Context: an optimization exercise on an open-source flow, tuned for small area, a short achievable clock period and few clock cycles per item. The choices shown serve that exercise and are no tape-out recipe.

==> inputs of run a <==
==> flow/design.v (excerpt) <==
module int_to_balanced_ternary_core (
   input  logic                                    clock,
   input  logic                                    reset,
   input  logic                                    start,
   output logic                                    busy,
   input  logic signed [itbt_pkg::VALUE_WIDTH-1:0] req_value,
   output logic                                    rsp_strobe,
   output logic signed [1:0]                       rsp_trit,
   output logic                                    rsp_last_trit
);
==> module int_to_balanced_ternary_core, before the edit <==
module int_to_balanced_ternary_core (
   input  logic                                    clock,
   input  logic                                    reset,
   input  logic                                    start,
   output logic                                    busy,
   input  logic signed [itbt_pkg::VALUE_WIDTH-1:0] req_value,
   output logic                                    rsp_strobe,
   output logic signed [1:0]                       rsp_trit,
   output logic                                    rsp_last_trit
);
   logic signed [QW-1:0] q_ff;
   logic                 pos_ff;       
   logic                 neg_ff;       
   logic                 nz_ff;        
   logic [4:0]           j_ff;         
   logic                 busy_ff;      
   logic                 fin_ff;       
   logic                 last_ff;      
   logic                 strobe_ff;    
   logic                 started_ff;   
   logic                 first;
   logic                 d_pos;
   logic                 d_neg;
   logic                 d_nz;
   logic [QW-1:0]        q_next;
   logic [QW-1:0]        t_pos;
   logic [QW-1:0]        t_neg;
   logic                 pos_next;
   logic                 neg_next;
   logic                 load;
   function automatic logic ge_chain(input logic [QW-1:0] a, input logic [QW-1:0] b);
      logic r;
      r = 1'b1;
      for (int i = 0; i < QW - 1; i++)
         r = (a[i] & ~b[i]) | ((a[i] | ~b[i]) & r);
      ge_chain = (~a[QW-1] & b[QW-1]) | ((~a[QW-1] | b[QW-1]) & r);
   endfunction
   assign first = (j_ff == 5'd21);
   assign d_pos = pos_ff & ~first;
   assign d_neg = neg_ff & ~first;
   assign d_nz  = nz_ff & ~first;
   always_comb begin
      logic [QW-1:0] x;
      logic [QW-1:0] s;
      logic [QW-1:0] c;
      logic [QW-1:0] b;
      logic [QW-1:0] p;
      logic [QW-1:0] gg;
      logic [QW-1:0] pp;
      logic [QW-1:0] kp;
      logic [QW-1:0] kn;
      kp = -POW22;
      kn = POW22;
      for (int i = 0; i < QW; i++)
         x[i] = (kp[i] & kn[i]) ? d_nz : (kp[i] ? d_pos : (kn[i] ? d_neg : 1'b0));
      for (int i = 0; i < QW; i++) begin
         s[i] = q_ff[i] ^ (i > 0 ? q_ff[i-1] : 1'b0) ^ x[i];
         c[i] = (i > 0) ? ((q_ff[i] & q_ff[i-1]) | (q_ff[i] & x[i]) | (q_ff[i-1] & x[i])) : (q_ff[i] & x[i]);
      end
      b  = {c[QW-2:0], 1'b0};
      p  = s ^ b;
      gg = s & b;
      pp = p;
      for (int l = 0; (1 << l) < QW; l++)
         for (int i = 0; i < QW; i++)
            if (((i >> l) & 1) == 1) begin
               gg[i] = gg[i] | (pp[i] & gg[((i >> l) << l) - 1]);
               pp[i] = pp[i] & pp[((i >> l) << l) - 1];
            end
      for (int i = 0; i < QW; i++)
         q_next[i] = p[i] ^ (i > 0 ? gg[i-1] : 1'b0);
   end
   always_comb begin
      logic [QW-1:0] pp_;
      logic [QW-1:0] pn_;
      logic [QW-1:0] pz_;
      logic [QW-1:0] np_;
      logic [QW-1:0] nn_;
      logic [QW-1:0] nz_;
      pp_ = B_POS_P;
      pn_ = B_POS_N;
      pz_ = B_POS_Z;
      np_ = B_NEG_P;
      nn_ = B_NEG_N;
      nz_ = B_NEG_Z;
      for (int i = 0; i < QW; i++) begin
         t_pos[i] = (pp_[i] & d_pos) | (pn_[i] & d_neg) | (pz_[i] & ~d_nz);
         t_neg[i] = (np_[i] & d_pos) | (nn_[i] & d_neg) | (nz_[i] & ~d_nz);
      end
   end
   assign pos_next = ge_chain(q_ff, t_pos);
   assign neg_next = ge_chain(t_neg, q_ff);
   assign load = start & ~busy_ff;
   always_ff @(posedge clock) begin
      if (reset) begin
         busy_ff   <= 1'b0;
         fin_ff    <= 1'b0;
         last_ff   <= 1'b0;
         strobe_ff <= 1'b0;
      end else begin
         busy_ff   <= load | (busy_ff & (j_ff != 5'd2));
         fin_ff    <= busy_ff & (j_ff == 5'd2);
         last_ff   <= fin_ff;
         if (fin_ff)
            strobe_ff <= 1'b1;
         else if (busy_ff)
            strobe_ff <= (started_ff & ~first) | d_nz | pos_next | neg_next;
         else
            strobe_ff <= 1'b0;
      end
   end
   always_ff @(posedge clock) begin
      if (load) begin
         q_ff <= QW'(req_value);
         j_ff <= 5'd21;
      end else begin
         q_ff <= q_next;
         j_ff <= j_ff - 5'd1;
      end
      pos_ff     <= pos_next;
      neg_ff     <= neg_next;
      nz_ff      <= pos_next | neg_next;
      started_ff <= (started_ff & ~first) | d_nz;
   end
   assign busy          = busy_ff;
   assign rsp_strobe    = strobe_ff;
   assign rsp_trit      = {neg_ff, nz_ff};
   assign rsp_last_trit = last_ff;
endmodule
Settings: LEC_CHECK=0, ABC_AREA=1, CAP_MARGIN=20, CORE_MARGIN=2, CORE_UTILIZATION=40, SETUP_SLACK_MARGIN=5, SLEW_MARGIN=20; clock period 8.5 ns.
standard.sh (not shown) runs the stock make flow with config.mk's settings and CLKGATE_MAP_FILE= SYNTH_SCRIPT=/design/flow/synth_recipe.tcl, a recipe that flattens the netlist after the stock synthesis.
==> flow/flow/run.sh <==
#!/bin/bash
# Standard layout, with three changes: adders are left to ABC instead of being mapped to
# full/half adder cells, ABC's area script maps with plain "map" (flow/abc_area.script),
# and the port buffers are the smallest buffer.
set -euo pipefail
rm -rf scripts
cp -r "$FLOW_HOME/scripts" scripts
cp flow/abc_area.script scripts/abc_area.script
bash standard.sh ADDER_MAP_FILE= SCRIPTS_DIR="$PWD/scripts" \
   "BUFFER_PORTS_ARGS=-buffer_cell sky130_fd_sc_hd__buf_1" finish > standard_flow.log 2>&1
==> flow/flow/abc_area.script <==
strash
dch
map
topo
stime -c
buffer -c
upsize -c
dnsize -c
==> inputs of run b, as changes to run a <==
==> flow/design.v (replaced) <==
package itbt_pkg;
   localparam int VALUE_WIDTH = 32;
   localparam int MAX_TRITS   = 21;
   localparam int QW = 34;
   localparam logic [QW-1:0] POW21 = 34'd10460353203;
   localparam logic signed [VALUE_WIDTH-1:0] HI = 32'sd1743392201;
   localparam logic signed [QW-1:0] B_POS_Z =  34'sd581130734;
   localparam logic signed [QW-1:0] B_NEG_Z = -34'sd581130734;
   localparam logic signed [QW-1:0] B_POS_P =  34'sd4067915135;
   localparam logic signed [QW-1:0] B_NEG_P =  34'sd2905653667;
   localparam logic signed [QW-1:0] B_POS_N = -34'sd2905653667;
   localparam logic signed [QW-1:0] B_NEG_N = -34'sd4067915135;
endpackage
import itbt_pkg::*;
module int_to_balanced_ternary_core (
   input  logic                                    clock,
   input  logic                                    reset,
   input  logic                                    start,
   output logic                                    busy,
   input  logic signed [itbt_pkg::VALUE_WIDTH-1:0] req_value,
   output logic                                    rsp_strobe,
   output logic signed [1:0]                       rsp_trit,
   output logic                                    rsp_last_trit
);
   logic signed [QW-1:0] q_ff;
   logic                 pos_ff;       
   logic                 neg_ff;       
   logic                 nz_ff;        
   logic [4:0]           j_ff;         
   logic                 busy_ff;      
   logic                 strobe_ff;    
   logic                 started_ff;   
   logic [QW-1:0]        q_next;
   logic [QW-1:0]        t_pos;
   logic [QW-1:0]        t_neg;
   logic                 pos_next;
   logic                 neg_next;
   logic                 in_pos;
   logic                 in_neg;
   logic                 load;
   function automatic logic ge_chain(input logic [QW-1:0] a, input logic [QW-1:0] b);
      logic r;
      r = 1'b1;
      for (int i = 0; i < QW - 1; i++)
         r = (a[i] & ~b[i]) | ((a[i] | ~b[i]) & r);
      ge_chain = (~a[QW-1] & b[QW-1]) | ((~a[QW-1] | b[QW-1]) & r);
   endfunction
   always_comb begin
      logic [QW-1:0] x;
      logic [QW-1:0] s;
      logic [QW-1:0] c;
      logic [QW-1:0] b;
      logic [QW-1:0] p;
      logic [QW-1:0] gg;
      logic [QW-1:0] pp;
      logic [QW-1:0] kp;
      logic [QW-1:0] kn;
      kp = -POW21;
      kn = POW21;
      for (int i = 0; i < QW; i++)
         x[i] = (kp[i] & kn[i]) ? nz_ff : (kp[i] ? pos_ff : (kn[i] ? neg_ff : 1'b0));
      for (int i = 0; i < QW; i++) begin
         s[i] = q_ff[i] ^ (i > 0 ? q_ff[i-1] : 1'b0) ^ x[i];
         c[i] = (i > 0) ? ((q_ff[i] & q_ff[i-1]) | (q_ff[i] & x[i]) | (q_ff[i-1] & x[i])) : (q_ff[i] & x[i]);
      end
      b  = {c[QW-2:0], 1'b0};
      p  = s ^ b;
      gg = s & b;
      pp = p;
      for (int l = 0; (1 << l) < QW; l++)
         for (int i = 0; i < QW; i++)
            if (((i >> l) & 1) == 1) begin
               gg[i] = gg[i] | (pp[i] & gg[((i >> l) << l) - 1]);
               pp[i] = pp[i] & pp[((i >> l) << l) - 1];
            end
      for (int i = 0; i < QW; i++)
         q_next[i] = p[i] ^ (i > 0 ? gg[i-1] : 1'b0);
   end
   always_comb begin
      logic [QW-1:0] pp_;
      logic [QW-1:0] pn_;
      logic [QW-1:0] pz_;
      logic [QW-1:0] np_;
      logic [QW-1:0] nn_;
      logic [QW-1:0] nz_;
      pp_ = B_POS_P;
      pn_ = B_POS_N;
      pz_ = B_POS_Z;
      np_ = B_NEG_P + 1'b1;
      nn_ = B_NEG_N + 1'b1;
      nz_ = B_NEG_Z + 1'b1;
      for (int i = 0; i < QW; i++) begin
         t_pos[i] = (pp_[i] & pos_ff) | (pn_[i] & neg_ff) | (pz_[i] & ~nz_ff);
         t_neg[i] = (np_[i] & pos_ff) | (nn_[i] & neg_ff) | (nz_[i] & ~nz_ff);
      end
   end
   assign pos_next = ge_chain(q_ff, t_pos);
   assign neg_next = ~ge_chain(q_ff, t_neg);
   assign in_pos = ge_chain({{(QW-VALUE_WIDTH){req_value[VALUE_WIDTH-1]}}, req_value}, {{(QW-VALUE_WIDTH){HI[VALUE_WIDTH-1]}}, HI});
   assign in_neg = ge_chain(-{{(QW-VALUE_WIDTH){HI[VALUE_WIDTH-1]}}, HI}, {{(QW-VALUE_WIDTH){req_value[VALUE_WIDTH-1]}}, req_value});
   assign load = start & ~busy_ff;
   always_ff @(posedge clock) begin
      if (reset) begin
         busy_ff   <= 1'b0;
         strobe_ff <= 1'b0;
      end else if (load) begin
         busy_ff   <= 1'b1;
         strobe_ff <= in_pos | in_neg;
      end else if (busy_ff) begin
         busy_ff   <= (j_ff != 5'd1);
         strobe_ff <= started_ff | nz_ff | pos_next | neg_next | (j_ff == 5'd1);
      end else begin
         busy_ff   <= 1'b0;
         strobe_ff <= 1'b0;
      end
   end
   always_ff @(posedge clock) begin
      if (load) begin
         q_ff       <= {{(QW-VALUE_WIDTH){req_value[VALUE_WIDTH-1]}}, req_value};
         pos_ff     <= in_pos;
         neg_ff     <= in_neg;
         nz_ff      <= in_pos | in_neg;
         j_ff       <= 5'd20;
         started_ff <= 1'b0;
      end else begin
         q_ff       <= q_next;
         pos_ff     <= pos_next;
         neg_ff     <= neg_next;
         nz_ff      <= pos_next | neg_next;
         j_ff       <= j_ff - 5'd1;
         started_ff <= started_ff | nz_ff;
      end
   end
   assign busy          = busy_ff;
   assign rsp_strobe    = strobe_ff;
   assign rsp_trit      = {neg_ff, nz_ff};
   assign rsp_last_trit = (j_ff == 5'd0);
endmodule
==> flow/flow/run.sh (replaced) <==
#!/bin/bash
# Standard layout, with four changes: adders are left to ABC instead of being mapped to
# full/half adder cells, ABC's area script maps with plain "map" (flow/abc_area.script),
# the port buffers are the smallest buffer, and the clock tree uses small clock buffers
# without dummy loads.
set -euo pipefail
rm -rf scripts
cp -r "$FLOW_HOME/scripts" scripts
cp flow/abc_area.script scripts/abc_area.script
bash standard.sh ADDER_MAP_FILE= SCRIPTS_DIR="$PWD/scripts" \
   "BUFFER_PORTS_ARGS=-buffer_cell sky130_fd_sc_hd__buf_1" \
   "CTS_ARGS=-sink_clustering_enable -repair_clock_nets -dont_use_dummy_load -buf_list {sky130_fd_sc_hd__clkbuf_2 sky130_fd_sc_hd__clkbuf_4 sky130_fd_sc_hd__clkbuf_8} -root_buf sky130_fd_sc_hd__clkbuf_8" \
   finish > standard_flow.log 2>&1
==> summary.txt <==
                                                                                                           run b                    run a
Nonclk inv count                                                                                             112                      142
Sum of met3 wire segment lengths after detailed routing                                                   443 µm                   475 µm
Outcome                                                                                  complete, no violations  complete, no violations
Area added between synthesis and finish                                                                    7.95%                    13.9%
End point of the worst hold path                                                                         j_ff[0]                  last_ff
Storage cell area                                                                                        902 µm²                  973 µm²
Number of placement rows                                                                                      39                       40
Maximum achievable frequency                                                                           0.301 GHz                0.293 GHz
Simple-Gate Fraction of Synth Area                                                                         31.5%                    34.4%
Synthesized-area fraction occupied by adder cells                                                             0%                   0.280%
Tap cell count                                                                                               143                      147
Vias in the first global route                                                                              4631                     4683
DR WL/cell                                                                                               12.8 µm                  12.0 µm
Clock transition at the register clock pins on the worst setup and hold paths after CTS                  0.10 ns                  0.07 ns
Worst slack after detailed placement                                                                     4.59 ns                  4.16 ns
Netlist Area Pre-Place                                                                                  4680 µm²                 4910 µm²
No functional check of the RTL was part of any run of this note.

==> static timing again, ports no longer ideal <==
Ports are ideal in the flow. The routed layouts listed here were re-timed in OpenROAD.
Step 1 (the two cells are an assumption about what drives the block):
set clk [get_ports {clock}]
set_driving_cell -lib_cell sky130_fd_sc_hd__clkbuf_16 $clk
set_driving_cell -lib_cell sky130_fd_sc_hd__buf_2 [delete_from_list [all_inputs] $clk]
Step 2, shift: input delay + t, output delay - t, t = (earliest + latest rising clock arrival at the registers) / 2. This alone moves slack from input paths to output paths.
a / b / c = ideal ports / drivers / drivers and shift; a / b = the first two.
run	t, ns	setup WS [ns]	clock arrival spread, ns	worst register clock-pin slew, ns
run a	0.343	5.088 / 5.088 / 5.088	0.005 / 0.004	0.07 / 0.07
run b	0.351	5.183 / 5.195 / 4.844	0.030 / 0.030	0.10 / 0.10
After both steps every run listed still meets setup and hold. For run b, which loses most, drivers alone change the setup slack by +0.012 ns; drivers and shift together by -0.339 ns.
